Context: an optimization exercise on an open-source flow, tuned for small area. The choices shown serve that exercise and are no tape-out recipe.
Only simulation tests tie the RTL to the original design; equivalence was not proved.
No activity file was given, so power comes from the tool's default toggle rates. The flow treats the clock pin as an ideal source, which a real chip does not have.

[flow/constraint.sdc]
create_clock -name core_clock -period 5.0 [get_ports {clock}]
set_input_delay 1.0000 -clock core_clock [delete_from_list [all_inputs] [get_ports {clock}]]
set_output_delay 1.0000 -clock core_clock [all_outputs]
set_load 0.01 [all_outputs]
[flow/config.mk]
export PLATFORM = sky130hd
export DESIGN_NAME = process_engine
export DESIGN_NICKNAME = process_engine
export VERILOG_FILES = /design/flow/design.v
export SDC_FILE = /design/flow/constraint.sdc
export NUM_CORES = 4
export LEC_CHECK = 0
export ABC_AREA = 0
export CAP_MARGIN = 20
export CORE_MARGIN = 2
export CORE_UTILIZATION = 70
export PLACE_DENSITY = 0.85
export SLEW_MARGIN = 20
[flow/flow/run.sh]
#!/bin/bash
# The standard layout with our own clock tree settings (no dummy loads,
# large leaf clusters), drive-1 port buffers, and combinational cells sized
# down after floorplan so that the repair steps size up only what needs it
set -euo pipefail
export CTS_ARGS="-sink_clustering_enable -repair_clock_nets -dont_use_dummy_load -buf_list \"sky130_fd_sc_hd__clkbuf_8 sky130_fd_sc_hd__clkbuf_16\" -sink_clustering_size 36 -sink_clustering_max_diameter 50 -root_buf sky130_fd_sc_hd__clkbuf_8 -tree_buf sky130_fd_sc_hd__clkbuf_8 -sink_clustering_buffer sky130_fd_sc_hd__clkbuf_16"
export BUFFER_PORTS_ARGS="-buffer_cell sky130_fd_sc_hd__buf_1"
export POST_FLOORPLAN_TCL="$PWD/flow/downsize.tcl"
bash standard.sh > standard_flow.log 2>&1
[flow/flow/downsize.tcl]
# Size combinational cells down to drive 1 where the library has that size;
# the later repair steps size up whatever timing, slew or load needs.
set downsized 0
foreach inst [get_cells *] {
  set cell [get_property $inst ref_name]
  if {[regexp {^(sky130_fd_sc_hd__([a-z0-9]+))_([0-9]+)$} $cell -> base kind size]} {
    if {$size > 1 && ![regexp {^(df|edf|sdf|dl|clk|conb|tap|fill|decap|diode|ha|fa|lpflow)} $kind]} {
      set lc [get_lib_cells -quiet */${base}_1]
      if {[llength $lc] > 0} {
        replace_cell $inst ${base}_1
        incr downsized
      }
    }
  }
}
puts "downsized $downsized cells"
[flow/standard.sh]
#!/bin/bash
# synth_recipe.tcl (not shown) runs the flow's synth.tcl, then flattens the netlist and writes it again
# the make line also repeats each setting of config.mk as NAME=value (left out here)
make -C /OpenROAD-flow-scripts/flow DESIGN_CONFIG=/design/flow/config.mk WORK_HOME=/design/flow/orfs CLKGATE_MAP_FILE= SYNTH_SCRIPT=/design/flow/synth_recipe.tcl "${@:-finish}"
[flow/design.v]
`timescale 1ns/1ps
package hash_pkg;
  localparam logic [1:0] OP_NOP    = 2'd0;
  localparam logic [1:0] OP_SEARCH = 2'd1;
  localparam logic [1:0] OP_INSERT = 2'd2;
  localparam logic [1:0] OP_DELETE = 2'd3;
  localparam logic [2:0] RES_MISS     = 3'd0;   
  localparam logic [2:0] RES_FOUND    = 3'd1;
  localparam logic [2:0] RES_INSERTED = 3'd2;   
  localparam logic [2:0] RES_UPDATED  = 3'd3;   
  localparam logic [2:0] RES_FULL     = 3'd4;
  localparam logic [2:0] RES_DELETED  = 3'd5;
  localparam int KEY_WIDTH       = 16;
  localparam int VAL_WIDTH       = 16;
  localparam int NUM_SLOTS       = 4;
  localparam int SLOT_WIDTH      = KEY_WIDTH + VAL_WIDTH;   
  localparam int LINE_WIDTH      = NUM_SLOTS * SLOT_WIDTH;   
  localparam int SLOT_SEL_WIDTH  = $clog2(NUM_SLOTS);
  localparam int MAX_INDEX_WIDTH = 8;
  localparam int CTX_INDEX_LSB = 0;
  localparam int CTX_DATA_LSB  = MAX_INDEX_WIDTH;
  localparam int CTX_KEY_LSB   = CTX_DATA_LSB + VAL_WIDTH;
  localparam int CTX_OP_LSB    = CTX_KEY_LSB + KEY_WIDTH;
  localparam int CTX_WIDTH     = CTX_OP_LSB + 2;
  localparam int RESULT_WIDTH = 3 + VAL_WIDTH;
endpackage
`timescale 1ns/1ps
module process_engine (
  input  logic        clock,
  input  logic        reset,
  input  logic        input_valid,
  input  logic [1:0]  opcode,
  input  logic [15:0] key,
  input  logic [15:0] wr_data,
  output logic        stall,
  output logic        output_valid,
  output logic [15:0] val_out,
  output logic [2:0]  rescode
);
  localparam int SW = 29;
  localparam int NS = 4;
  localparam int LW = NS * SW;
  localparam int NB = 16;
  logic [LW-1:0] ring [NB];
  logic [3:0]    phase;      
  logic          sweeping;   
  logic [3:0]    hash;
  logic          key_zero;
  logic          is_insert, is_delete;
  logic [NS-1:0] v, m;
  logic          any_hit, any_free, ok_now, fire, we;
  logic [2:0]    code;
  logic [SW-1:0] slot0;
  assign hash      = key[3:0] ^ key[7:4] ^ key[11:8] ^ key[15:12];
  assign key_zero  = (key == 16'd0);
  assign is_insert = (opcode == 2'd2);
  assign is_delete = (opcode == 2'd3);
  always_comb begin
    for (int s = 0; s < NS; s++) begin
      v[s] = ring[0][s*SW] && !sweeping;
      m[s] = v[s] && (ring[0][s*SW+1 +: 12] == key[11:0]);
    end
  end
  assign any_hit  = |m;
  assign any_free = !(&v);
  always_comb begin
    if (any_hit)                                 ok_now = m[0];
    else if (is_insert && any_free && !key_zero) ok_now = !v[0];
    else                                         ok_now = 1'b1;
  end
  assign stall = !((phase == hash) && ok_now);
  assign fire  = input_valid && !stall && (opcode != 2'd0);
  assign we    = fire && ((is_insert && (any_hit || (any_free && !key_zero))) ||
                          (is_delete && any_hit));
  always_comb begin
    case (opcode)
      2'd1:    code = any_hit ? 3'd1 : 3'd0;
      2'd2:    code = any_hit ? 3'd3 : (any_free ? 3'd2 : 3'd4);
      2'd3:    code = any_hit ? 3'd5 : 3'd0;
      default: code = 3'd0;
    endcase
  end
  assign slot0[0]      = we ? !is_delete : v[0];
  assign slot0[1 +: 28] = we ? {wr_data, key[11:0]} : ring[0][1 +: 28];
  always_ff @(posedge clock) begin
    for (int i = 0; i < NB - 1; i++) begin
      ring[i] <= ring[i+1];
    end
    for (int s = 1; s < NS; s++) begin
      ring[NB-1][(s-1)*SW]          <= v[s];
      ring[NB-1][(s-1)*SW+1 +: 28]  <= ring[0][s*SW+1 +: 28];
    end
    ring[NB-1][(NS-1)*SW +: SW] <= slot0;
  end
  always_ff @(posedge clock) begin
    if (reset) begin
      phase        <= 4'd0;
      sweeping     <= 1'b1;
      output_valid <= 1'b0;
    end else begin
      phase        <= phase + 4'd1;
      if (&phase) sweeping <= 1'b0;
      output_valid <= fire;
    end
  end
  always_ff @(posedge clock) begin
    rescode <= code;
  end
  assign val_out = (rescode == 3'd1) ? ring[NB-1][(NS-1)*SW+13 +: 16] : 16'd0;
endmodule
==> impl_results.md, run 1 <==
* Max cap viols at 0
* Synth Net Count at 2088
* Met1 WL at about 26000 µm
* Critical Path RT at approximately 4.0 ns
* Slew headroom at 0.572
* Rows at 86
* GPL Wtd Cong at 0.869
* Dpl cells at roughly 2.8k
* Sequential area share after synthesis at 0.961
* Pre-antenna DRT Iters at 4
* Root buffer cell: clkbuf_8
* Vias at 13.5k
* Detail-routed net length per standard cell at roughly 20 µm
* Max VDD drop at 0.340 mV
* Final wirelength at between 50000 and 60000 µm
* Commonest cells after routing, fill and taps aside: 1865 x dfxtp_1, 79 x clkbuf_16, 57 x buf_1
* Predominant post-synthesis flop cell: dfxtp_1
* H-tree depth at 3
* CP endpoint kind: primary output
* Nets@finish at between 2k and 2.5k
* Total gr overflow at 0
* Die Width at between 200 and 250 µm
* Syn avg cell area at roughly 19 µm²
* Post-CTS setup buffers at 0
* # resized after CTS at 0
* Final core utilization at 0.763
* Share of layout cells above drive strength 1 at 0.0422
* Number of buffers inserted by port buffering at 57
* Worst Path Max Fanout at 7
* Die area at 0.0574 mm²
* Worst hold path class: flop to flop
* Cell area after layout at around 0.042 mm²
* CP arrival at roughly 3 ns
* Synth area leader: dfxtp_1
* Uppermost routed layer: met5
* Critical path class: input port to primary output
* Post-CTS Hold Buffers at 0
* Setup_tns at 0 ns
* Clk slew on worst S/H paths at between 0.1 and 0.15 ns
* Synth Register Bits at 1865
* Crit path time final at around 4.1 ns
* Async SR Flop Fraction at 0
* Met2 WL post-DR at between 20000 and 30000 µm
* Met3 wire len at between 2000 and 2500 µm
* Synth unique cells at 30
* Post-DP HPWL at 28800 µm
* Top cell type's share of synthesized area at 0.961
* Synthesis-to-layout area growth at 7.99%
* Post-DRT Antenna Nets at 0
* Die height at 240 µm
* Core Footprint at between 0.05 and 0.06 mm²
* Global-route wire length before repair at 90100 µm
* Slew @ Worst Pin at 0.642 ns
* Number of DRC markers in iteration 0 at around 840
* GRT Util Overall at 0.213
* RSZ-0062 raised after global routing: false
* Hold Vio Cnt, Final at 0
* Fin cells at about 3k
* Post-synth EDFFs at 0
* # DRC at 0
* Vias in the first global route at around 15k
* Syn Inst Count at roughly 2.1k
* Critical Path Start Type: input port
* Final count of pins violating max slew at 0
* Commonest non-fill, non-tap cell in the layout: dfxtp_1
* Cell Pwr Density at between 500 and 600 mW/mm²
* Clock Skews at 0.0870 ns
* Initial antenna violation count at 6
* Worst-Skew Late Latency at approximately 0.77 ns
* Cts bufs inserted at between 80 and 90
* Clk buf depth at 3
* Period utilization at 0.813
* Vias per cell at around 4.6
* Largest cells by area after synthesis: dfxtp_1 96%, xnor2_1 0.92%, mux2_2 0.55%, xor2_1 0.54%, mux2_4 0.39%
* Total power at roughly 22000 µW
* Max Clk Rate at 246 MHz
* CTS tree: done
* Placed inst area at approximately 0.040 mm²
* Ports at between 50 and 60
* Mapped cell area at 0.0389 mm²
* Status: no timing/DRC/antenna violations
* Setup-violating endpoint count in the final report at 0
* Yosys warnings at 2
* Clk sinks at ~1.9k
* Leakage at approximately 0.017 µW
* Starting Density at 0.707
* Pin count of the biggest net entering global routing at 37
## flip-flops by register name (all words and copies together), names as in the netlist
register / flops
ring: 1856
sweeping: 1
output_valid: 1
phase: 4
rescode: 3
## synthesized netlist by cell type (all sizes together) (4+ instances only)
cell and instances:
dfxtp 1865, xnor2 42, mux2 29, xor2 24
and2 16, buf 15, nor4 13, nand4 8
nor2b 7, nand3 6, nor2 6, nand2 4
nor3b 4
## per-stage QoR
step / hold slack (ns) / setup WS (ns)
detailed placement: 0.312 / 1.02
global placement: 0.309 / 1.22
CTS: 0.259 / 0.979
floorplan: 0.310 / 1.72
finish: 0.262 / 0.933
global route: 0.257 / 0.815
## layout make-up
cell class / instances / area [µm²]
Antenna cell: 1 / 2.50
Clock buffer: 88 / 2100
Fill cell: 2672 / 13000
Multi-Input combinational cell: 169 / 1370
Sequential cell: 1865 / 37300
Tap cell: 748 / 936
Timing Repair Buffer: 59 / 229
## critical path: stages
cell and delay, ns:
buf_1 0.48, xor2_1 0.18, nor4_1 0.38, nand3_1 0.13, o22ai_1 0.32, or2_1 0.17, o21a_1 0.15, or2b_1 0.10
buf_1 0.15
## report_power, final
part	leakage (µW)	switching [µW]	total, µW	internal, µW
sequential	0.0150	24.9	14900	14900
clock	0.00104	4170	7130	2960
combinational	0.000607	56.1	94.2	38.1
## final timing paths
path                   to          from  cells after the start  slack (ns)
max                 stall        key[7]                      9        0.93
min          ring[13][31]  ring[14][31]                      0        0.26
max reg2reg  ring[15][99]      sweeping                      8        2.03
min reg2reg  ring[13][31]  ring[14][31]                      0        0.26
## metal layers
| metal | up-vias | track usage |
|---|---|---|
| li1 | 6529 | - |
| met1 | 6575 | 0.280 |
| met2 | 290 | 0.357 |
| met3 | 145 | 0.0405 |
| met4 | 2 | 0.0754 |
| met5 | - | 0 |
## kinds of logic after synthesis
logic type / Yosys count / share of synthesized area
buf+inv: 16 / 0.00274
simple gates: 67 / 0.0107
mux: 30 / 0.00963
xor+xnor: 66 / 0.0151
compound gates: 5 / 0.000869
fa+ha+maj: 1 / 0.000322
flops: 1865 / 0.961
==> inputs of run 2 (changes only) <==
==> flow/flow/run.sh (replaced) <==
#!/bin/bash
# The standard layout with our own clock tree settings (no dummy loads,
# large leaf clusters), drive-1 port buffers, and combinational cells sized
# down after floorplan so that the repair steps size up only what needs it
set -euo pipefail
export CTS_ARGS="-sink_clustering_enable -repair_clock_nets -dont_use_dummy_load -buf_list \"sky130_fd_sc_hd__clkbuf_8 sky130_fd_sc_hd__clkbuf_16\" -sink_clustering_size 32 -sink_clustering_max_diameter 60 -root_buf sky130_fd_sc_hd__clkbuf_8 -tree_buf sky130_fd_sc_hd__clkbuf_8 -sink_clustering_buffer sky130_fd_sc_hd__clkbuf_16"
export BUFFER_PORTS_ARGS="-buffer_cell sky130_fd_sc_hd__buf_1"
export POST_FLOORPLAN_TCL="$PWD/flow/downsize.tcl"
bash standard.sh > standard_flow.log 2>&1
--- a/flow/config.mk
+++ b/flow/config.mk
@@ -11,3 +11,2 @@
 export CORE_UTILIZATION = 70
-export PLACE_DENSITY = 0.85
 export SLEW_MARGIN = 20
==> impl_results.md, run 2 <==
* Status: no timing/DRC/antenna violations
* Post-synthesis compound-gate area fraction at 0.000869
* Max Clk Rate at ~260 MHz
* Worst-case hold slack at 0.302 ns
* Synthesis-to-layout area growth at 6.72%
* Worst-Skew Late Latency at 0.72 ns
* Top cell by count, worst path: buf_1
* Placement Setup Slack at ~0.76 ns
* Post-Synth XOR/XNOR Area at 0.0151
* Pre-antenna DRT Iters at 4
* Critical Path Start Type: input port
* Total power at 21200 µW
* Post-DRT Antenna Nets at 0
* Final wirelength at between 40000 and 50000 µm
* Synth area leader: dfxtp_1
* GPL Wtd Cong at 0.803
* CTS tree: done
* Syn Inst Count at ~2.1k
* Core Footprint at 0.0550 mm²
* Die height at approximately 240 µm
* Commonest cells after routing, fill and taps aside: 1865 x dfxtp_1, 59 x clkbuf_16, 57 x buf_1
* Total gr overflow at 0
* Clock Skews at around 0.045 ns
* Reg-to-reg setup timing slack at between 1.5 and 2 ns
* Slew headroom at 0.359
* Fillers at between 3k and 4k
* # resized after CTS at 0
* Post-synthesis simple-gate area fraction at 0.0107
* Number of buffers inserted by port buffering at 57
* Post-synth EDFFs at 0
* Die Width at about 240 µm
* Critical path class: input port to primary output
* Post-route setup slack at roughly 1.1 ns
* Yosys warnings at 2
* Worst Hold Path Cells at 0
* Post-CTS setup buffers at 0
* Commonest non-fill, non-tap cell in the layout: dfxtp_1
* Reg-to-reg startpoint: phase[0]
* Most common cell in the synthesized netlist: dfxtp_1
* CP arrival at 2.87 ns
* Worst Path Max Fanout at 7
* Crit-path slowest cell: buf_1
* Synth unique cells at 30
* Post-DP HPWL at roughly 22000 µm
* Clk buf depth at 3
* Worst path max stage delay at approximately 0.42 ns
* Leakage at about 0.016 µW
* RSZ-0062 raised after global routing: false
* Top cell type's share of synthesized area at 0.961
* Max reg flops at around 1.9k
* Critical Path RT at approximately 4 ns
* Max cap viols at 0
* Slew @ Worst Pin at between 0.9 and 1 ns
* Post-synthesis mux area share at 0.00963
* Bufs and invs on worst path at 2
* Number of DRC markers in iteration 0 at around 650
* Starting Density at 0.707
* Vias at between 10k and 15k
* # DRC at 0
* GRT Util Overall at 0.152
* Worst hold path class: flop to flop
* Diode count at 0
* Placed inst area at ~0.04 mm²
* Post-CTS Hold Buffers at 0
* Async SR Flop Fraction at 0
* Ports at a little under 60
* Synth Net Count at between 2k and 2.5k
* Pin count of the biggest net entering global routing at 33
* Largest family of logic cells by synthesized area: XOR/XNOR gates
* Vias in the first global route at around 13k
* Setup-violating endpoint count in the final report at 0
* Adder-cell share of the synthesized area at 0.000322
* Post-synth top cells: 1865 x dfxtp_1, 41 x xnor2_1, 24 x xor2_1, 19 x mux2_2, 16 x and2_1
* Clk sinks at about 1.9k
* Initial antenna violation count at 1
* Hold-critical path endpoint: ring[9][29]
* Path depth of the worst reg2reg path at 7
* Share of layout cells above drive strength 1 at 0.0338
* Crit path cell chain: buf_1 -> xor2_1 -> nor4_1 -> nand4_1 -> o22ai_1 -> or2_1 -> o21a_1 -> or2b_1 -> buf_1
* CP endpoint kind: primary output
* Delay-heaviest family, CP: simple AND/OR/NAND/NOR gates
* Syn avg cell area at roughly 19 µm²
* Predominant post-synthesis flop cell: dfxtp_1
* Setup_tns at 0 ns
* Global-route wire length before repair at about 67000 µm
* Hold Vio Cnt, Final at 0
* Nets@finish at 2202
* Clk slew on worst S/H paths at between 0.1 and 0.15 ns
* Mapped cell area at ~0.039 mm²
* Detail-routed net length per standard cell at ~15 µm
* Largest cells by area after synthesis: dfxtp_1 96%, xnor2_1 0.92%, mux2_2 0.55%, xor2_1 0.54%, mux2_4 0.39%
* Reg-to-Reg End: ring[15][89]
* Rows at 86
* Crit path time final at about 3.9 ns
* Cell Pwr Density at 510 mW/mm²
* Cts bufs inserted at about 70
* Sequential area share after synthesis at 0.961
* Max VDD drop at 0.403 mV
* Die area at around 0.057 mm²
* Hold Path Origin: ring[10][29]
* Most flop-heavy register: ring
* H-tree depth at 3
* Cell area after layout at roughly 0.041 mm²
* Largest registers: ring x1856, phase x4, rescode x3
* Period utilization at 0.775
* Synth Register Bits at 1865
* Vias per cell at around 4.3
* Final count of pins violating max slew at 0
* Root buffer cell: clkbuf_8
-- run 2: cell counts after synthesis --
No cell type changed its count.
-- run 2: layout make-up --
cell class | instances | area, µm² | share of cell area
clock buffers | 68 | 1600 | 0.0386
well taps | 748 | 936 | 0.0226
multi-input cells | 169 | 1370 | 0.0329
flip-flops and latches | 1865 | 37300 | 0.900
repair buffers | 60 | 236 | 0.00570
-- run 2: through the flow --
stage	instances	util
after floorplan	2050	-
after global placement	2842	0.725
after detailed placement	2842	0.725
after CTS	2910	0.754
after global routing	2910	0.754
final	2910	0.754
-- run 2: worst reg2reg max path: cells and delay by family, from the launching register on --
family,cells,cell delay [ns]
simple gates,2,1.37
buf+inv,1,0.49
flops,1,0.43
xor+xnor,3,0.43
mux,1,0.32
-- run 2: how the worst max path moves through the flow --
stage               cells after the start           end  slack (ns)    from
finish                                  9         stall        1.13  key[2]
global route                            9         stall        0.99  key[6]
CTS                                     9         stall        1.18  key[2]
detailed placement                      8  ring[15][88]        0.76  key[7]
global placement                        8  ring[15][98]        0.88  key[7]
floorplan                               8         stall        1.72  key[6]
-- run 2: kinds of logic after synthesis --
logic type / Yosys count
AOI/OAI and AO/OA: 5
and+or+nand+nor: 67
DFF: 1865
adders and majority gates: 1
muxes: 30
buffers and inverters: 16
xor gates and xnor gates: 66
-- run 2: metal layers --
layer / vias up / routed length [µm] / global-route usage
li1: 6489 / - / -
met1: 5939 / 22900 / 0.237
met2: 123 / 16900 / 0.213
met3: 85 / 1420 / 0.0332
met4: 0 / 1160 / 0.0519
met5: - / 0 / 0
-- run 2: power breakdown --
group          leakage (µW)  switching [µW]  internal, µW
Sequential           0.0150            19.7         14900
Combinational      0.000611            44.3          38.4
Clock              0.000792            3850          2300
==> inputs of run 3 (changes only) <==
==> flow/flow/run.sh (replaced) <==
#!/bin/bash
# The standard layout with our own clock tree settings (no dummy loads,
# large leaf clusters), drive-1 port buffers, and combinational cells sized
# down after floorplan so that the repair steps size up only what needs it
set -euo pipefail
export CTS_ARGS="-sink_clustering_enable -repair_clock_nets -dont_use_dummy_load -buf_list \"sky130_fd_sc_hd__clkbuf_8 sky130_fd_sc_hd__clkbuf_16\" -sink_clustering_size 34 -sink_clustering_max_diameter 60 -root_buf sky130_fd_sc_hd__clkbuf_8 -tree_buf sky130_fd_sc_hd__clkbuf_8 -sink_clustering_buffer sky130_fd_sc_hd__clkbuf_16"
export BUFFER_PORTS_ARGS="-buffer_cell sky130_fd_sc_hd__buf_1"
export POST_FLOORPLAN_TCL="$PWD/flow/downsize.tcl"
bash standard.sh > standard_flow.log 2>&1
==> impl_results.md, run 3 <==
* Reg-to-Reg End: ring[15][89]
* Max cap viols at 0
* Critical path class: input port to primary output
* Top cell type's share of synthesized area at 0.961
* Detail-routed net length per standard cell at about 14 µm
* Sequential area share after synthesis at 0.961
* Slew headroom at 0.361
* Max reg flops at 1856
* Pin count of the biggest net entering global routing at 35
* Crit path time final at around 3.9 ns
* Synth unique cells at 30
* Setup_tns at 0 ns
* Rows at 86
* Synth Net Count at between 2k and 2.5k
* Synthesis-to-layout area growth at 6.40%
* Final core utilization at 0.752
* Vias at approximately 13k
* # DRC at 0
* Die area at 0.0574 mm²
* Synth area leader: dfxtp_1
* Global-route wire length before repair at 66400 µm
* Cts bufs inserted at 61
* Status: no timing/DRC/antenna violations
* Predominant post-synthesis flop cell: dfxtp_1
* Slew @ Worst Pin at around 0.96 ns
* Largest registers: ring x1856, phase x4, rescode x3
* Post-DRT Antenna Nets at 0
* Final wirelength at between 40000 and 50000 µm
* Worst hold path class: flop to flop
* Path depth of the worst reg2reg path at 7
* Share of layout cells above drive strength 1 at 0.0306
* Period utilization at 0.771
* Vias in the first global route at ~13k
* Syn Inst Count at roughly 2k
* Post-synth top cells: 1865 x dfxtp_1, 41 x xnor2_1, 24 x xor2_1, 19 x mux2_2, 16 x and2_1
* Worst Hold Path Cells at 0
* Async SR Flop Fraction at 0
* Post-DP HPWL at 22400 µm
* Root buffer cell: clkbuf_8
* Ports at between 50 and 60
* Nets@finish at ~2.2k
* Critical Path Start Type: input port
* Commonest non-fill, non-tap cell in the layout: dfxtp_1
* Fillers at approximately 3.2k
* Hold Vio Cnt, Final at 0
* Post-CTS setup buffers at 0
* Final count of pins violating max slew at 0
* Post-CTS Hold Buffers at 0
* Core Footprint at 0.0550 mm²
* Syn avg cell area at ~19 µm²
* Total gr overflow at 0
* CP endpoint kind: primary output
* Die height at 240 µm
* Initial antenna violation count at 2
* GRT Util Overall at 0.149
* Vias per cell at 4.31
* # resized after CTS at 0
* Post-synth EDFFs at 0
* Critical Path RT at approximately 4.0 ns
* Setup-violating endpoint count in the final report at 0
* Reg-to-reg startpoint: phase[0]
* Worst Path Max Fanout at 7
* Die Width at around 240 µm
* Worst-Skew Late Latency at between 0.7 and 0.8 ns
* Dpl cells at between 2k and 3k
* Fin cells at 2905
* Clock Skews at around 0.045 ns
* Most flop-heavy register: ring
* Starting Density at 0.707
* Yosys warnings at 2
* CTS tree: done
* Number of buffers inserted by port buffering at 57
* CP arrival at 2.85 ns
* Max VDD drop at 0.395 mV
* RSZ-0062 raised after global routing: false
* Hold Path Origin: ring[15][95]
* Synth Register Bits at about 1.9k
* Clk sinks at 1865
* Largest cells by area after synthesis: dfxtp_1 96%, xnor2_1 0.92%, mux2_2 0.55%, xor2_1 0.54%, mux2_4 0.39%
* GPL Wtd Cong at 0.803
* Max Clk Rate at roughly 260 MHz
* Cell Pwr Density at 506 mW/mm²
* H-tree depth at 2
* Clk buf depth at 3
* Hold-critical path endpoint: ring[14][95]
* Pre-antenna DRT Iters at 4
* Mapped cell area at 0.0389 mm²
* Number of DRC markers in iteration 0 at around 570
* Reg-to-reg setup timing slack at 1.83 ns
* Most common cell in the synthesized netlist: dfxtp_1
* Clk slew on worst S/H paths at between 0.1 and 0.15 ns
* Leakage at between 0.015 and 0.02 µW
* Commonest cells after routing, fill and taps aside: 1865 x dfxtp_1, 57 x buf_1, 56 x clkbuf_16
## run 3: critical path: stages
cell	delay [ns]
buf_1	0.41
xor2_1	0.14
nor4_1	0.35
nand4_1	0.16
o22ai_1	0.25
or2_1	0.15
o21a_1	0.15
or2b_1	0.10
buf_1	0.14
## run 3: kinds of logic (layout without fill, tap and decap cells)
group | after synthesis | in the layout | share of synthesized area
AOI/OAI and AO/OA | 5 | 5 | 0.000869
adders and majority gates | 1 | 1 | 0.000322
buffers and inverters | 16 | 121 | 0.00274
and+or+nand+nor | 67 | 67 | 0.0107
muxes | 30 | 30 | 0.00963
xor gates and xnor gates | 66 | 66 | 0.0151
other | 0 | 2 | 0
DFF | 1865 | 1865 | 0.961
## run 3: area by class of cell
| class | count | area [µm²] | area share |
|---|---|---|---|
| flip-flops and latches | 1865 | 37300 | 0.903 |
| clock buffers | 61 | 1470 | 0.0356 |
| multi-input cells | 169 | 1370 | 0.0330 |
| well taps | 748 | 936 | 0.0226 |
| repair buffers | 60 | 236 | 0.00572 |
| diodes | 2 | 5.00 | 0.000121 |
## run 3: report_power, final
group	switching, µW	internal (µW)
clock	3820	2090
combinational	44.2	38.4
sequential	19.5	14900
## run 3: worst max-delay path by stage
stage	from	end	slack (ns)	depth (start not counted)
5_1_grt	key[6]	stall	0.99	9
3_5_place_dp	key[7]	ring[15][88]	0.76	8
3_3_place_gp	key[7]	ring[15][98]	0.88	8
2_1_floorplan	key[6]	stall	1.72	8
6_report	key[2]	stall	1.15	9
4_1_cts	key[2]	stall	1.18	9
## run 3: routing by layer
layer  vias to the layer above  global-route usage  routed length [µm]  share of wire
met2                       113               0.208               16300           0.39
li1                       6482                   -                   -              -
met5                         -                   0                   0              0
met1                      5841               0.233               23000           0.55
met4                         0              0.0500                1050          0.025
met3                        76              0.0297                1590          0.038
## run 3: metrics by stage
step	instance area, µm²	total power, µW	setup slack, ns	hold WS [ns]
6_report	41300	20900	1.15	0.294
5_1_grt	41300	21600	0.985	0.304
4_1_cts	41300	21100	1.18	0.286
3_5_place_dp	39900	15400	0.765	0.312
3_3_place_gp	39900	15300	0.881	0.309
2_1_floorplan	38900	15300	1.72	0.310
==> inputs of run 4 (changes only) <==
--- a/flow/design.v
+++ b/flow/design.v
@@ -46,4 +46,8 @@
   logic          sweeping;   
-  logic [3:0]    hash;
-  logic          key_zero;
+  logic          h_valid;
+  logic [1:0]    h_op;
+  logic [3:0]    h_hash;
+  logic [11:0]   h_key;
+  logic          h_key_zero;   
+  logic [15:0]   h_data;
   logic          is_insert, is_delete;
@@ -53,6 +57,5 @@
   logic [SW-1:0] slot0;
-  assign hash      = key[3:0] ^ key[7:4] ^ key[11:8] ^ key[15:12];
-  assign key_zero  = (key == 16'd0);
-  assign is_insert = (opcode == 2'd2);
-  assign is_delete = (opcode == 2'd3);
+  assign is_insert  = (h_op == 2'd2);
+  assign h_key_zero = (h_hash == 4'd0) && (h_key == 12'd0);
+  assign is_delete  = (h_op == 2'd3);
   always_comb begin
@@ -60,3 +63,3 @@
       v[s] = ring[0][s*SW] && !sweeping;
-      m[s] = v[s] && (ring[0][s*SW+1 +: 12] == key[11:0]);
+      m[s] = v[s] && (ring[0][s*SW+1 +: 12] == h_key);
     end
@@ -66,12 +69,12 @@
   always_comb begin
-    if (any_hit)                                 ok_now = m[0];
-    else if (is_insert && any_free && !key_zero) ok_now = !v[0];
-    else                                         ok_now = 1'b1;
+    if (any_hit)                                   ok_now = m[0];
+    else if (is_insert && any_free && !h_key_zero) ok_now = !v[0];
+    else                                           ok_now = 1'b1;
   end
-  assign stall = !((phase == hash) && ok_now);
-  assign fire  = input_valid && !stall && (opcode != 2'd0);
-  assign we    = fire && ((is_insert && (any_hit || (any_free && !key_zero))) ||
+  assign fire  = h_valid && (phase == h_hash) && ok_now;
+  assign stall = h_valid && !fire;
+  assign we    = fire && ((is_insert && (any_hit || (any_free && !h_key_zero))) ||
                           (is_delete && any_hit));
   always_comb begin
-    case (opcode)
+    case (h_op)
       2'd1:    code = any_hit ? 3'd1 : 3'd0;
@@ -82,4 +85,4 @@
   end
-  assign slot0[0]      = we ? !is_delete : v[0];
-  assign slot0[1 +: 28] = we ? {wr_data, key[11:0]} : ring[0][1 +: 28];
+  assign slot0[0]       = we ? !is_delete : v[0];
+  assign slot0[1 +: 28] = we ? {h_data, h_key} : ring[0][1 +: 28];
   always_ff @(posedge clock) begin
@@ -99,2 +102,3 @@
       output_valid <= 1'b0;
+      h_valid      <= 1'b0;
     end else begin
@@ -103,2 +107,3 @@
       output_valid <= fire;
+      if (!stall) h_valid <= input_valid && (opcode != 2'd0);
     end
@@ -106,2 +111,8 @@
   always_ff @(posedge clock) begin
+    if (!stall) begin
+      h_op       <= opcode;
+      h_hash     <= key[3:0] ^ key[7:4] ^ key[11:8] ^ key[15:12];
+      h_key      <= key[11:0];
+      h_data     <= wr_data;
+    end
     rescode <= code;
==> flow/flow/run.sh (replaced) <==
#!/bin/bash
# The standard layout with our own clock tree settings (no dummy loads,
# large leaf clusters), drive-1 port buffers, and combinational cells sized
# down after floorplan so that the repair steps size up only what needs it
set -euo pipefail
export CTS_ARGS="-sink_clustering_enable -repair_clock_nets -dont_use_dummy_load -buf_list \"sky130_fd_sc_hd__clkbuf_8 sky130_fd_sc_hd__clkbuf_16\" -sink_clustering_size 32 -sink_clustering_max_diameter 60 -root_buf sky130_fd_sc_hd__clkbuf_8 -tree_buf sky130_fd_sc_hd__clkbuf_8 -sink_clustering_buffer sky130_fd_sc_hd__clkbuf_16"
export BUFFER_PORTS_ARGS="-buffer_cell sky130_fd_sc_hd__buf_1"
export POST_FLOORPLAN_TCL="$PWD/flow/downsize.tcl"
bash standard.sh > standard_flow.log 2>&1
==> impl_results.md, run 4 <==
* Ports at 58
* Worst hold path class: flop to flop
* Post-synth top cells: 1866 x dfxtp_1, 58 x xnor2_1, 34 x edfxtp_1, 19 x mux2_2, 16 x and2_1
* # resized after CTS at 0
* Die Width at 243 µm
* CP arrival at 2.96 ns
* RSZ-0062 raised after global routing: false
* Post-CTS setup buffers at 0
* Bufs and invs on worst path at 2
* Critical Path RT at 4.00 ns
* Cell Pwr Density at 510 mW/mm²
* GRT Util Overall at 0.156
* Clock Skews at 0.0719 ns
* Post-DRT Antenna Nets at 0
* Most common cell in the synthesized netlist: dfxtp_1
* Worst Path Max Fanout at 6
* Worst path max stage delay at roughly 0.56 ns
* Die height at 243 µm
* Rows at 87
* Synth area leader: dfxtp_1
* Max Clk Rate at about 250 MHz
* Reg-to-reg setup timing slack at ~1.9 ns
* Initial antenna violation count at 7
* Critical path class: flop to primary output
* Starting Density at 0.709
* Crit-path slowest cell: edfxtp_1
* Die area at 0.0590 mm²
* Post-CTS Hold Buffers at 0
* Final wirelength at ~45000 µm
* Core Footprint at 0.0564 mm²
* Slew headroom at 0.493
* Crit path cell chain: xnor2_1 -> nand4_1 -> or4_1 -> a31oi_1 -> nand2_2 -> inv_1 -> buf_1
* Clk slew on worst S/H paths at 0.11 ns
* Worst Hold Path Cells at 0
* Slew @ Worst Pin at about 0.75 ns
* Setup_tns at 0 ns
* Total power at ~22000 µW
* Commonest cells after routing, fill and taps aside: 1866 x dfxtp_1, 61 x clkbuf_16, 58 x xnor2_1
* Share of layout cells above drive strength 1 at 0.0345
* Setup-violating endpoint count in the final report at 0
* Vias in the first global route at 12.8k
* Predominant post-synthesis flop cell: dfxtp_1
* Pin count of the biggest net entering global routing at 36
* CTS tree: done
* CP endpoint kind: primary output
* Critical Path Start Type: flop
* Number of DRC markers in iteration 0 at roughly 570
* Global-route wire length before repair at just over 70000 µm
* H-tree depth at 3
* Clk buf depth at 3
* Crit path time final at ~4 ns
* Leakage at about 0.017 µW
* Most flop-heavy register: ring
* Path depth of the worst reg2reg path at 8
* Async SR Flop Fraction at 0
* Status: no timing/DRC/antenna violations
* Largest cells by area after synthesis: dfxtp_1 93%, edfxtp_1 2.6%, xnor2_1 1.3%, mux2_2 0.54%, mux2_4 0.34%
* Synth Register Bits at 1900
* Period utilization at 0.792
* Root buffer cell: clkbuf_8
* Sequential area share after synthesis at 0.960
* Detail-routed net length per standard cell at roughly 15 µm
* Vias at between 10k and 15k
* Fillers at about 3.3k
* Max cap viols at 0
* Vias per cell at between 4 and 5
* Top cell type's share of synthesized area at 0.934
* Mapped cell area at 0.0400 mm²
* Hold Vio Cnt, Final at 0
* Post-DP HPWL at 24800 µm
* Clk sinks at about 1.9k
* Nets@finish at 2244
* Worst-Skew Late Latency at approximately 0.73 ns
* Synth Net Count at ~2.1k
* Max VDD drop at roughly 0.44 mV
* Synth unique cells at 37
* # DRC at 0
* Max reg flops at 1856
* Hold-critical path endpoint: ring[3][11]
* Syn Inst Count at between 2k and 2.5k
* Reg-to-Reg End: ring[15][99]
* Total gr overflow at 0
* Synthesis-to-layout area growth at 6.59%
* Post-synth EDFFs at 34
* Hold Path Origin: ring[4][11]
* Yosys warnings at 2
* GPL Wtd Cong at 0.800
* Commonest non-fill, non-tap cell in the layout: dfxtp_1
* Cts bufs inserted at 70
* Final count of pins violating max slew at 0
* Reg-to-reg startpoint: h_key[10]
* Syn avg cell area at ~19 µm²
* Number of buffers inserted by port buffering at 57
* Pre-antenna DRT Iters at 4
* Delay-heaviest family, CP: simple AND/OR/NAND/NOR gates
* Largest registers: ring x1856, h_data x16, h_key x12
## run 4: cell count changes after synthesis, sizes merged, moves of 2 or more
cell	previous run	this run
edfxtp	0	34
inv	0	2
nand4	8	10
nor2	6	10
nor3	0	2
nor3b	4	1
nor4	13	7
xnor2	42	58
xor2	24	8
## run 4: layout make-up
| type | count | area, µm² | share of cell area |
|---|---|---|---|
| diodes | 3 | 7.51 | 0.000176 |
| clock buffers | 70 | 1650 | 0.0387 |
| inverters | 2 | 7.51 | 0.000176 |
| multi-input cells | 172 | 1370 | 0.0322 |
| flip-flops and latches | 1900 | 38400 | 0.900 |
| well taps | 756 | 946 | 0.0222 |
| repair buffers | 60 | 256 | 0.00602 |
## run 4: cells by family after synthesis
| kind of cell | count (synthesis) | share of synthesized area |
|---|---|---|
| DFF | 1900 | 0.960 |
| and+or+nand+nor | 69 | 0.0110 |
| xor gates and xnor gates | 66 | 0.0145 |
| muxes | 29 | 0.00898 |
| buffers and inverters | 18 | 0.00404 |
| AOI/OAI and AO/OA | 7 | 0.00141 |
| adders and majority gates | 1 | 0.000313 |
## run 4: worst max path at each step
stage,startpoint,to,slack [ns],depth (start not counted)
4_1_cts,h_key[10],stall,0.99,7
5_1_grt,h_key[10],stall,0.84,7
2_1_floorplan,h_key[8],stall,1.55,7
6_report,h_key[10],stall,1.04,7
3_5_place_dp,h_key[10],stall,1.80,7
3_3_place_gp,h_key[10],ring[15][109],1.72,7
## run 4: power by group
| part | total (µW) | internal (µW) | leakage (µW) | switching, µW |
|---|---|---|---|---|
| clock | 6300 | 2360 | 0.000816 | 3940 |
| sequential | 15300 | 15300 | 0.0154 | 52.6 |
| combinational | 106 | 48.0 | 0.000562 | 57.9 |
## run 4: worst register-to-register path, cell delays in order (launching register included)
cell,delay [ns]
edfxtp_1,0.56
xnor2_1,0.20
nand4_1,0.17
nor4_1,0.09
nor4b_1,0.67
nor2_1,0.16
o21bai_4,0.54
buf_16,0.25
mux2_1,0.34
## run 4: routing by layer
metal,part of all wire,GRT usage,vias to the layer above
met5,0,0,-
met4,0.025,0.0482,0
met3,0.034,0.0325,76
met2,0.41,0.222,131
met1,0.53,0.243,6089
li1,-,-,6650
## run 4: stage by stage
step / setup WS (ns) / hold slack (ns) / utilization / instance area [µm²] / instances
floorplan: 1.55 / 0.310 / - / 40000 / 2090
global placement: 1.72 / 0.310 / 0.726 / 40900 / 2889
detailed placement: 1.80 / 0.312 / 0.726 / 41000 / 2890
CTS: 0.988 / 0.287 / 0.756 / 42600 / 2960
global route: 0.837 / 0.289 / 0.756 / 42600 / 2962
finish: 1.04 / 0.288 / 0.756 / 42600 / 2963
==> inputs of run 5 (changes only) <==
--- a/flow/design.v
+++ b/flow/design.v
@@ -101,3 +101,2 @@
       sweeping     <= 1'b1;
-      output_valid <= 1'b0;
       h_valid      <= 1'b0;
@@ -106,3 +105,2 @@
       if (&phase) sweeping <= 1'b0;
-      output_valid <= fire;
       if (!stall) h_valid <= input_valid && (opcode != 2'd0);
@@ -117,5 +115,6 @@
     end
-    rescode <= code;
   end
-  assign val_out = (rescode == 3'd1) ? ring[NB-1][(NS-1)*SW+13 +: 16] : 16'd0;
+  assign output_valid = fire;
+  assign rescode      = code;
+  assign val_out      = ((h_op == 2'd1) && m[0]) ? ring[0][13 +: 16] : 16'd0;
 endmodule
==> impl_results.md, run 5 <==
* Hold Vio Cnt, Final at 0
* Yosys warnings at 2
* Cell Pwr Density at between 500 and 600 mW/mm²
* Synth Register Bits at approximately 1.9k
* Die Width at around 240 µm
* GRT met1 Usage at 0.238
* Cell area after layout at approximately 0.043 mm²
* Setup-violating endpoint count in the final report at 0
* Share of layout cells above drive strength 1 at 0.0344
* Die area at around 0.06 mm²
* Number of DRC markers in iteration 0 at 574
* Worst-Skew Late Latency at approximately 0.73 ns
* Worst path max stage delay at 0.61 ns
* Crit path cell chain: xnor2_1 -> nand4_1 -> nor4_1 -> and3b_1 -> buf_4 -> and2_1 -> buf_1
* CTS tree: done
* Worst-case hold slack at about 0.26 ns
* Final wirelength at approximately 43000 µm
* Sequential cell area at 0.0383 mm²
* Crit path time final at between 4 and 5 ns
* Most flop-heavy register: ring
* Die height at 243 µm
* Clk slew on worst S/H paths at around 0.11 ns
* Status: no timing/DRC/antenna violations
* Largest registers: ring x1856, h_data x16, h_key x12
* # DRC at 0
* Synth Net Count at around 2.1k
* RSZ-0062 raised after global routing: false
* Post-DRT Antenna Nets at 0
* Bufs and invs on worst path at 2
* Top Usage Layer GRT: met1
* Path depth of the worst reg2reg path at 7
* Period utilization at 0.849
* Final core utilization at 0.755
* Worst Path Max Fanout at 15
* Critical path class: flop to primary output
* Initial antenna violation count at 3
* Post-CTS Hold Buffers at 0
* GPL Wtd Cong at approximately 0.85
* Multi-input logic area at approximately 0.0015 mm²
* Commonest non-fill, non-tap cell in the layout: dfxtp_1
* Core Footprint at ~0.056 mm²
* Met3 Use GR at 0.0313
* Max cap viols at 0
* Synth unique cells at 40
* Clock Skews at 0.0961 ns
* Predominant post-synthesis flop cell: dfxtp_1
* Post-CTS setup buffers at 0
* Rows at slightly below 90
* Worst hold path class: flop to flop
* Synth area leader: dfxtp_1
* Syn avg cell area at between 15 and 20 µm²
* Post-route setup slack at roughly 0.76 ns
* CP arrival at around 3.2 ns
* Synthesis-to-layout area growth at 6.49%
* Max reg flops at 1856
* Placement Setup Slack at 1.47 ns
* Critical Path RT at around 4.0 ns
* Commonest cells after routing, fill and taps aside: 1862 x dfxtp_1, 62 x clkbuf_16, 58 x xnor2_1
* Post-synth EDFFs at 34
* M2 GR Usage at 0.204
* Nets@finish at between 2k and 2.5k
* Async SR Flop Fraction at 0
* Critical Path Start Type: flop
* Pre-antenna DRT Iters at 4
* GRT Util Overall at 0.150
* Final count of pins violating max slew at 0
* Mapped cell area at 0.0400 mm²
* Global-route wire length before repair at a little under 70000 µm
* Clk sinks at roughly 1.9k
* Post-DP HPWL at 23600 µm
* # resized after CTS at 0
* Delay-heaviest family, CP: simple AND/OR/NAND/NOR gates
* CP endpoint kind: primary output
* Crit-path slowest cell: nor4_1
* Pin count of the biggest net entering global routing at 33
* Ports at 58
* Most common cell in the synthesized netlist: dfxtp_1
* Number of buffers inserted by port buffering at 57
* Largest cells by area after synthesis: dfxtp_1 93%, edfxtp_1 2.6%, xnor2_1 1.2%, mux2_4 0.75%, buf_6 0.28%
* Max VDD drop at 0.382 mV
* Slew headroom at 0.347
* Post-synth top cells: 1862 x dfxtp_1, 57 x xnor2_1, 34 x edfxtp_1, 20 x mux2_4, 16 x and2_1
* Placed inst area at just over 0.04 mm²
* Root buffer cell: clkbuf_8
* Clk buf depth at 3
* Worst Hold Path Cells at 0
* Top cell type's share of synthesized area at 0.931
* Sequential area share after synthesis at 0.957
* Leakage at 0.0167 µW
* Vias in the first global route at roughly 13k
* Max Clk Rate at roughly 240 MHz
* Syn Inst Count at between 2k and 2.5k
* Total gr overflow at 0
* Fillers at between 3k and 4k
* Detail-routed net length per standard cell at approximately 14 µm
* Vias per cell at about 4.4
* Setup_tns at 0 ns
* H-tree depth at 3
* Vias at ~13k
* Slew @ Worst Pin at ~0.98 ns
* Cts bufs inserted at slightly above 70
* WP depth at 7
* Starting Density at 0.709
## run 5: area by class of cell
| class | instances | share of cell area |
|---|---|---|
| well taps | 756 | 0.0222 |
| inverters | 2 | 0.000176 |
| diodes | 3 | 0.000176 |
| flip-flops and latches | 1896 | 0.898 |
| clock buffers | 71 | 0.0393 |
| multi-input cells | 183 | 0.0342 |
| repair buffers | 60 | 0.00555 |
## run 5: path summary, 6_finish.rpt
check        slack (ns)            to    startpoint
max                0.76   val_out[13]     h_key[11]
min                0.26  ring[13][34]  ring[14][34]
max reg2reg        1.71      h_key[1]      h_key[2]
min reg2reg        0.26  ring[13][34]  ring[14][34]
## run 5: logic make-up after synthesis
family | share of synthesized area
flops | 0.957
simple gates | 0.0115
xor+xnor | 0.0146
mux | 0.0100
buf+inv | 0.00441
compound gates | 0.00241
fa+ha+maj | 0.000313
## run 5: report_power, final
part / internal [µW] / switching (µW)
Sequential: 15300 / 58.0
Combinational: 54.9 / 60.3
Clock: 2400 / 3910
## run 5: per-layer routing
| layer | part of all wire | vias up |
|---|---|---|
| met1 | 0.55 | 6074 |
| met4 | 0.030 | 0 |
| met5 | 0 | - |
| met2 | 0.39 | 130 |
| met3 | 0.030 | 85 |
| li1 | - | 6681 |
## run 5: per-stage QoR
stage / power, µW / instances
global placement: 15800 / 2897
finish: 21700 / 2971
CTS: 21900 / 2968
global route: 22500 / 2968
floorplan: 15700 / 2096
detailed placement: 15800 / 2897
==> inputs of run 6 (changes only) <==
==> flow/flow/run.sh (replaced) <==
#!/bin/bash
# The standard layout with our own clock tree settings (no dummy loads,
# large leaf clusters), drive-1 port buffers, and combinational cells sized
# down after floorplan so that the repair steps size up only what needs it
set -euo pipefail
export CTS_ARGS="-sink_clustering_enable -repair_clock_nets -dont_use_dummy_load -buf_list \"sky130_fd_sc_hd__clkbuf_8 sky130_fd_sc_hd__clkbuf_16\" -sink_clustering_size 34 -sink_clustering_max_diameter 60 -root_buf sky130_fd_sc_hd__clkbuf_8 -tree_buf sky130_fd_sc_hd__clkbuf_8 -sink_clustering_buffer sky130_fd_sc_hd__clkbuf_16"
export BUFFER_PORTS_ARGS="-buffer_cell sky130_fd_sc_hd__buf_1"
export POST_FLOORPLAN_TCL="$PWD/flow/downsize.tcl"
bash standard.sh > standard_flow.log 2>&1
==> impl_results.md, run 6 <==
* Most flop-heavy register: ring
* Final wirelength at about 43000 µm
* Post-DP HPWL at ~24000 µm
* Reg-to-reg setup timing slack at 1.74 ns
* Max reg flops at ~1.9k
* H-tree depth at 3
* Predominant post-synthesis flop cell: dfxtp_1
* Starting Density at 0.709
* Synth area leader: dfxtp_1
* Vias in the first global route at ~13k
* Synth Net Count at approximately 2.1k
* # resized after CTS at 0
* Status: no timing/DRC/antenna violations
* Path depth of the worst reg2reg path at 7
* Critical path class: flop to primary output
* Die area at 0.0591 mm²
* Die height at 243 µm
* Hold Vio Cnt, Final at 0
* Crit path time final at around 4.3 ns
* Die Width at ~240 µm
* Top cell type's share of synthesized area at 0.931
* Hold Path Origin: ring[12][103]
* Dpl cells at roughly 2.9k
* Commonest non-fill, non-tap cell in the layout: dfxtp_1
* Total gr overflow at 0
* Most common cell in the synthesized netlist: dfxtp_1
* Period utilization at 0.851
* Max Clk Rate at 235 MHz
* Rows at 87
* Post-DRT Antenna Nets at 0
* Async SR Flop Fraction at 0
* Clk sinks at ~1.9k
* Fin cells at 2968
* Vias per cell at 4.37
* Post-route setup slack at 0.746 ns
* Ports at 58
* Clock Skews at 0.0809 ns
* Mapped cell area at 0.0400 mm²
* Fillers at roughly 3.2k
* Worst-Skew Late Latency at ~0.73 ns
* Final count of pins violating max slew at 0
* Pin count of the biggest net entering global routing at 35
* Yosys warnings at 2
* Hold-critical path endpoint: ring[11][103]
* RSZ-0062 raised after global routing: false
* GPL Wtd Cong at 0.845
* Reg-to-Reg End: h_key[1]
* Root buffer cell: clkbuf_8
* Number of buffers inserted by port buffering at 57
* Setup-violating endpoint count in the final report at 0
* # DRC at 0
* Leakage at 0.0167 µW
* Clk buf depth at 3
* Pre-antenna DRT Iters at 4
* Slew @ Worst Pin at approximately 1 ns
* Syn Inst Count at 2096
* Largest cells by area after synthesis: dfxtp_1 93%, edfxtp_1 2.6%, xnor2_1 1.2%, mux2_4 0.75%, buf_6 0.28%
* CP arrival at 3.25 ns
* Post-synth EDFFs at 34
* Max cap viols at 0
* Synth unique cells at 40
* Slew headroom at 0.333
* CP endpoint kind: primary output
* Reg-to-reg startpoint: h_key[2]
* Placement Setup Slack at approximately 1.5 ns
* Cts bufs inserted at between 60 and 70
* Critical Path RT at 4.00 ns
* Global-route wire length before repair at roughly 68000 µm
* Critical Path Start Type: flop
* Post-synth top cells: 1862 x dfxtp_1, 57 x xnor2_1, 34 x edfxtp_1, 20 x mux2_4, 16 x and2_1
* Post-CTS setup buffers at 0
* Largest registers: ring x1856, h_data x16, h_key x12
* Core Footprint at ~0.056 mm²
* Share of layout cells above drive strength 1 at 0.0330
* CTS tree: done
* Sequential area share after synthesis at 0.957
* Synthesis-to-layout area growth at 6.30%
* Max VDD drop at approximately 0.37 mV
* Worst hold path class: flop to flop
* Setup_tns at 0 ns
* GRT Util Overall at 0.149
* Number of DRC markers in iteration 0 at 607
* Nets@finish at 2249
* Commonest cells after routing, fill and taps aside: 1862 x dfxtp_1, 59 x clkbuf_16, 58 x xnor2_1
* Initial antenna violation count at 3
* Clk slew on worst S/H paths at 0.11 ns
* Worst Hold Path Cells at 0
* Syn avg cell area at about 19 µm²
* Vias at 13.0k
* Worst Path Max Fanout at 15
* Detail-routed net length per standard cell at ~14 µm
* Post-CTS Hold Buffers at 0
* Synth Register Bits at around 1.9k
* Cell Pwr Density at 507 mW/mm²
==> run 6: cell counts after synthesis <==
Identical to the previous run, type by type.
==> run 6: per-stage QoR <==
step                      cell area (µm²)  hold WS (ns)  total power [µW]  utilization
after floorplan                     40000         0.310             15700            -
after global placement              40900         0.310             15800        0.725
after detailed placement            40900         0.312             15800        0.725
after CTS                           42500         0.289             21800        0.753
after global routing                42500         0.297             22300        0.753
final                               42600         0.288             21600        0.753
==> run 6: report_power, final <==
group | switching, µW | internal, µW
clock network | 3860 | 2300
registers | 57.9 | 15300
logic | 60.5 | 54.9
total | 3980 | 17600
==> run 6: kinds of logic (layout without fill, tap and decap cells) <==
| family | count (synthesis) | after routing | share of synthesized area |
|---|---|---|---|
| adders and majority gates | 1 | 1 | 0.000313 |
| buffers and inverters | 17 | 130 | 0.00441 |
| and+or+nand+nor | 76 | 76 | 0.0115 |
| xor gates and xnor gates | 66 | 66 | 0.0146 |
| muxes | 29 | 29 | 0.0100 |
| other | 0 | 3 | 0 |
| AOI/OAI and AO/OA | 11 | 11 | 0.00241 |
| DFF | 1896 | 1896 | 0.957 |
==> run 6: worst max path at each step <==
stage,startpoint,endpoint,cells past startpoint
finish,h_key[3],val_out[13],7
global route,h_key[3],val_out[13],7
CTS,h_key[3],val_out[13],7
detailed placement,h_key[3],val_out[13],7
global placement,h_key[3],val_out[13],7
floorplan,h_key[4],h_data[0],5
==> run 6: final cells by class <==
cell class              instances  area (µm²)  share of cell area
diodes                          3        7.51            0.000176
clock buffers                  68        1600              0.0376
inverters                       2        7.51            0.000176
multi-input cells             183        1460              0.0343
flip-flops and latches       1896       38300               0.900
well taps                     756         946              0.0222
repair buffers                 60         236             0.00556
==> run 6: worst max-delay path, cell delays in order, from the launching register on <==
cell	delay, ns
edfxtp_1	0.53
xnor2_1	0.33
nand4_1	0.14
nor4_1	0.56
and3b_1	0.30
buf_4	0.29
and2_1	0.23
buf_1	0.19
==> run 6: routing by layer <==
layer | wire length, µm | track usage
met5 | 0 | 0
met4 | 1230 | 0.0525
met3 | 1380 | 0.0316
met2 | 16600 | 0.202
met1 | 23300 | 0.237
==> inputs of run 7 (changes only) <==
--- a/flow/design.v
+++ b/flow/design.v
@@ -50,3 +50,3 @@
   logic [11:0]   h_key;
-  logic          h_key_zero;   
+  logic          h_key_zero;
   logic [15:0]   h_data;
@@ -57,5 +57,5 @@
   logic [SW-1:0] slot0;
-  assign is_insert  = (h_op == 2'd2);
-  assign h_key_zero = (h_hash == 4'd0) && (h_key == 12'd0);
-  assign is_delete  = (h_op == 2'd3);
+  logic          found_r;
+  assign is_insert = (h_op == 2'd2);
+  assign is_delete = (h_op == 2'd3);
   always_comb begin
@@ -101,2 +101,3 @@
       sweeping     <= 1'b1;
+      output_valid <= 1'b0;
       h_valid      <= 1'b0;
@@ -105,2 +106,3 @@
       if (&phase) sweeping <= 1'b0;
+      output_valid <= fire;
       if (!stall) h_valid <= input_valid && (opcode != 2'd0);
@@ -113,8 +115,9 @@
       h_key      <= key[11:0];
+      h_key_zero <= (key == 16'd0);
       h_data     <= wr_data;
     end
+    rescode <= code;
+    found_r <= (h_op == 2'd1) && any_hit;
   end
-  assign output_valid = fire;
-  assign rescode      = code;
-  assign val_out      = ((h_op == 2'd1) && m[0]) ? ring[0][13 +: 16] : 16'd0;
+  assign val_out = found_r ? ring[NB-1][(NS-1)*SW+13 +: 16] : 16'd0;
 endmodule
==> flow/flow/run.sh (replaced) <==
#!/bin/bash
# The standard layout, with clock tree and port buffer arguments of our own
set -euo pipefail
export CTS_ARGS="-sink_clustering_enable -repair_clock_nets -dont_use_dummy_load -buf_list \"sky130_fd_sc_hd__clkbuf_8\" -sink_clustering_size 16 -sink_clustering_max_diameter 40"
export BUFFER_PORTS_ARGS="-buffer_cell sky130_fd_sc_hd__buf_1"
bash standard.sh > standard_flow.log 2>&1
removed: flow/flow/downsize.tcl
==> impl_results.md, run 7 <==
* Starting Density at 0.710
* CTS tree: done
* Yosys warnings at 2
* Max VDD drop at approximately 0.36 mV
* Int Power at approximately 18000 µW
* Die height at around 240 µm
* Largest cells by area after synthesis: dfxtp_1 93%, edfxtp_1 2.6%, mux2_4 0.75%, xnor2_1 0.74%, xor2_1 0.70%
* Most common cell in the synthesized netlist: dfxtp_1
* Clk slew on worst S/H paths at ~0.090 ns
* Post-synth EDFFs at 35
* Core Footprint at roughly 0.056 mm²
* Number of buffers inserted by port buffering at 57
* Crit path time final at about 4.2 ns
* Clk buf depth at 3
* Root buffer cell: clkbuf_8
* Sequential area share after synthesis at 0.959
* Commonest cells after routing, fill and taps aside: 1867 x dfxtp_1, 144 x clkbuf_8, 57 x buf_1
* Hold-critical path endpoint: ring[5][32]
* Max reg flops at ~1.9k
* Period utilization at 0.835
* Setup_tns at 0 ns
* Critical path class: flop to primary output
* Final wirelength at roughly 44000 µm
* Share of layout cells above drive strength 1 at 0.0779
* Slew headroom at 0.248
* Worst hold path class: flop to flop
* Synth area leader: dfxtp_1
* GRT Util Overall at 0.159
* Total gr overflow at 0
* Path depth of the worst reg2reg path at 6
* Fin cells at between 3k and 4k
* Ports at 58
* Combinational Power Share at 0.006
* Leakage at ~0.017 µW
* Synth Net Count at 2147
* Synth unique cells at 35
* Number of DRC markers in iteration 0 at just over 600
* Post-DP HPWL at around 25000 µm
* Total power at roughly 22000 µW
* Cell Pwr Density at around 500 mW/mm²
* Worst Path Max Fanout at 5
* # resized after CTS at 0
* Die area at between 0.05 and 0.06 mm²
* Reg-to-Reg End: ring[15][101]
* Max cap viols at 0
* Fillers at roughly 3.1k
* Setup-violating endpoint count in the final report at 0
* Vias per cell at about 4.4
* GPL Wtd Cong at ~0.86
* Max Clk Rate at about 240 MHz
* # DRC at 0
* Switch Pwr at 4140 µW
* Most flop-heavy register: ring
* Mapped cell area at ~0.040 mm²
* Hold Vio Cnt, Final at 0
* Global-route wire length before repair at between 70000 and 80000 µm
* Synth Register Bits at 1902
* Syn Inst Count at about 2.1k
* Async SR Flop Fraction at 0
* CP arrival at 3.18 ns
* Hold Path Origin: ring[6][32]
* Syn avg cell area at approximately 19 µm²
* H-tree depth at 4
* Clk sinks at roughly 1.9k
* Vias in the first global route at ~14k
* Die Width at 243 µm
* Synthesis-to-layout area growth at 7.74%
* Top cell type's share of synthesized area at 0.932
* Clock Skews at 0.0475 ns
* Register share of total power at 0.695
* Critical Path RT at 4.00 ns
* Worst-Skew Late Latency at around 0.75 ns
* Reg-to-reg setup timing slack at 1.59 ns
* Cts bufs inserted at around 140
* Nets@finish at ~2.3k
* Pin count of the biggest net entering global routing at 20
* Predominant post-synthesis flop cell: dfxtp_1
* Commonest non-fill, non-tap cell in the layout: dfxtp_1
* Final count of pins violating max slew at 0
* Worst Hold Path Cells at 0
* CP endpoint kind: primary output
* Post-synth top cells: 1867 x dfxtp_1, 35 x edfxtp_1, 34 x xnor2_1, 32 x xor2_1, 20 x mux2_4
* Rows at just under 90
* Status: no timing/DRC/antenna violations
* Dpl cells at approximately 2.9k
* Final core utilization at 0.765
* Post-CTS Hold Buffers at 0
* Pre-antenna DRT Iters at 4
* RSZ-0062 raised after global routing: false
* Vias at about 13k
* Switching part of the total at 0.188
* Clock network fraction of design power at 0.299
* Post-CTS setup buffers at 0
* Slew @ Worst Pin at roughly 1.1 ns
* Detail-routed net length per standard cell at 14.5 µm
* Largest registers: ring x1856, h_data x16, h_key x12
* Critical Path Start Type: flop
* Reg-to-reg startpoint: h_key[5]
* Initial antenna violation count at 3
* Post-DRT Antenna Nets at 0
## run 7: changes by cell type after synthesis, sizes merged, moves of 5 or more
cell | before | now
xor2 | 8 | 32
nor4 | 6 | 13
nand4 | 12 | 7
xnor2 | 58 | 34
dfxtp | 1862 | 1867
nand2 | 10 | 5
nor3 | 0 | 6
## run 7: logic make-up after synthesis
group / after synthesis / share of synthesized area
compound gates: 15 / 0.00275
xor+xnor: 66 / 0.0144
fa+ha+maj: 1 / 0.000312
buf+inv: 19 / 0.00315
flops: 1902 / 0.959
mux: 28 / 0.00974
simple gates: 78 / 0.0111
## run 7: final cells by class
cell class                 count  area (µm²)  share of cell area
tap                          756         946              0.0219
sequential                  1902       38400               0.890
inverter                       4        15.0            0.000348
antenna                        4        10.0            0.000232
timing repair buffer          61         264             0.00611
clock buffer                 144        1980              0.0459
multi-input combinational    188        1550              0.0358
## run 7: per-stage QoR
step | setup slack [ns] | hold slack [ns] | instance area (µm²)
final | 0.824 | 0.283 | 43200
after global routing | 0.625 | 0.280 | 43200
after CTS | 0.726 | 0.276 | 43200
after detailed placement | 1.60 | 0.312 | 41200
after global placement | 1.61 | 0.310 | 41200
after floorplan | 0.587 | 0.310 | 40100
## run 7: worst max-delay path by stage
| stage | start | end | cells past startpoint |
|---|---|---|---|
| final | h_key[5] | stall | 6 |
| after global routing | h_key[5] | stall | 6 |
| after CTS | h_key[5] | stall | 6 |
| after detailed placement | h_key[5] | ring[15][100] | 6 |
| after global placement | h_key[3] | h_data[11] | 6 |
| after floorplan | h_key[4] | h_data[0] | 6 |
## run 7: layer usage
layer / up-vias / routed length [µm] / track usage
li1: 6886 / - / -
met1: 6284 / 23900 / 0.248
met2: 229 / 17300 / 0.209
met3: 99 / 1930 / 0.0397
met4: 0 / 1240 / 0.0740
met5: - / 0 / 0
## run 7: power by group through the flow
stage | combinational, µW | clock, µW | sequential (µW)
after floorplan | 95.9 | 0 | 15700
after global placement | 120 | 0 | 15700
after detailed placement | 128 | 0 | 15700
after CTS | 128 | 6870 | 15300
after global routing | 139 | 7440 | 15300
final | 127 | 6610 | 15300
## run 7: worst max-delay path: stages, from the launching register on
cell and delay (ns):
edfxtp_1 0.50, xor2_1 0.22, or4_1 0.51, o41a_1 0.49, a21oi_1 0.37, o21a_1 0.18
buf_1 0.16

port drivers added, routing unchanged:
No port has a modelled driver above. Below, the same layouts with a new extraction and two added sets of constraints.
Step 1: set_driving_cell puts a clkbuf_16 on clock and a buf_2 on each other input, an assumption about the parent block.
Step 2 adds t to the input delays and takes it off the output delays; t is the mean of the earliest and latest rising clock arrival at the registers after step 1. Input paths then give back, and output paths get back, about the clock's delay inside the block.
Slacks: ideal ports / drivers / drivers and shift; pairs: ideal ports / drivers.
| run | t (ns) | slack for setup (ns) | hold WS [ns] | worst setup path at the end | pins driven straight from the clock port |
|---|---|---|---|---|---|
| run 1 | 0.787 | 0.933 / 0.813 / 0.729 | 0.262 / 0.262 / 0.262 | input to register | 1 |
| run 2 | 0.748 | 1.126 / 1.100 / 0.767 | 0.302 / 0.302 / 0.302 | input to register | 1 |
| run 3 | 0.821 | 1.147 / 1.121 / 0.753 | 0.294 / 0.294 / 0.294 | input to register | 1 |
| run 4 | 0.750 | 1.038 / 0.985 / 1.734 | 0.288 / 0.288 / 0.288 | register to output | 1 |
| run 5 | 0.740 | 0.757 / 0.703 / 1.442 | 0.260 / 0.260 / 0.260 | register to output | 1 |
| run 6 | 0.744 | 0.746 / 0.687 / 1.431 | 0.288 / 0.288 / 0.288 | register to output | 1 |
| run 7 | 0.786 | 0.824 / 0.771 / 1.557 | 0.283 / 0.283 / 0.283 | register to output | 1 |
After both steps setup and hold are still met in every run listed. For run 3, which loses most, drivers alone change the setup slack by -0.026 ns; drivers and shift together by -0.394 ns.
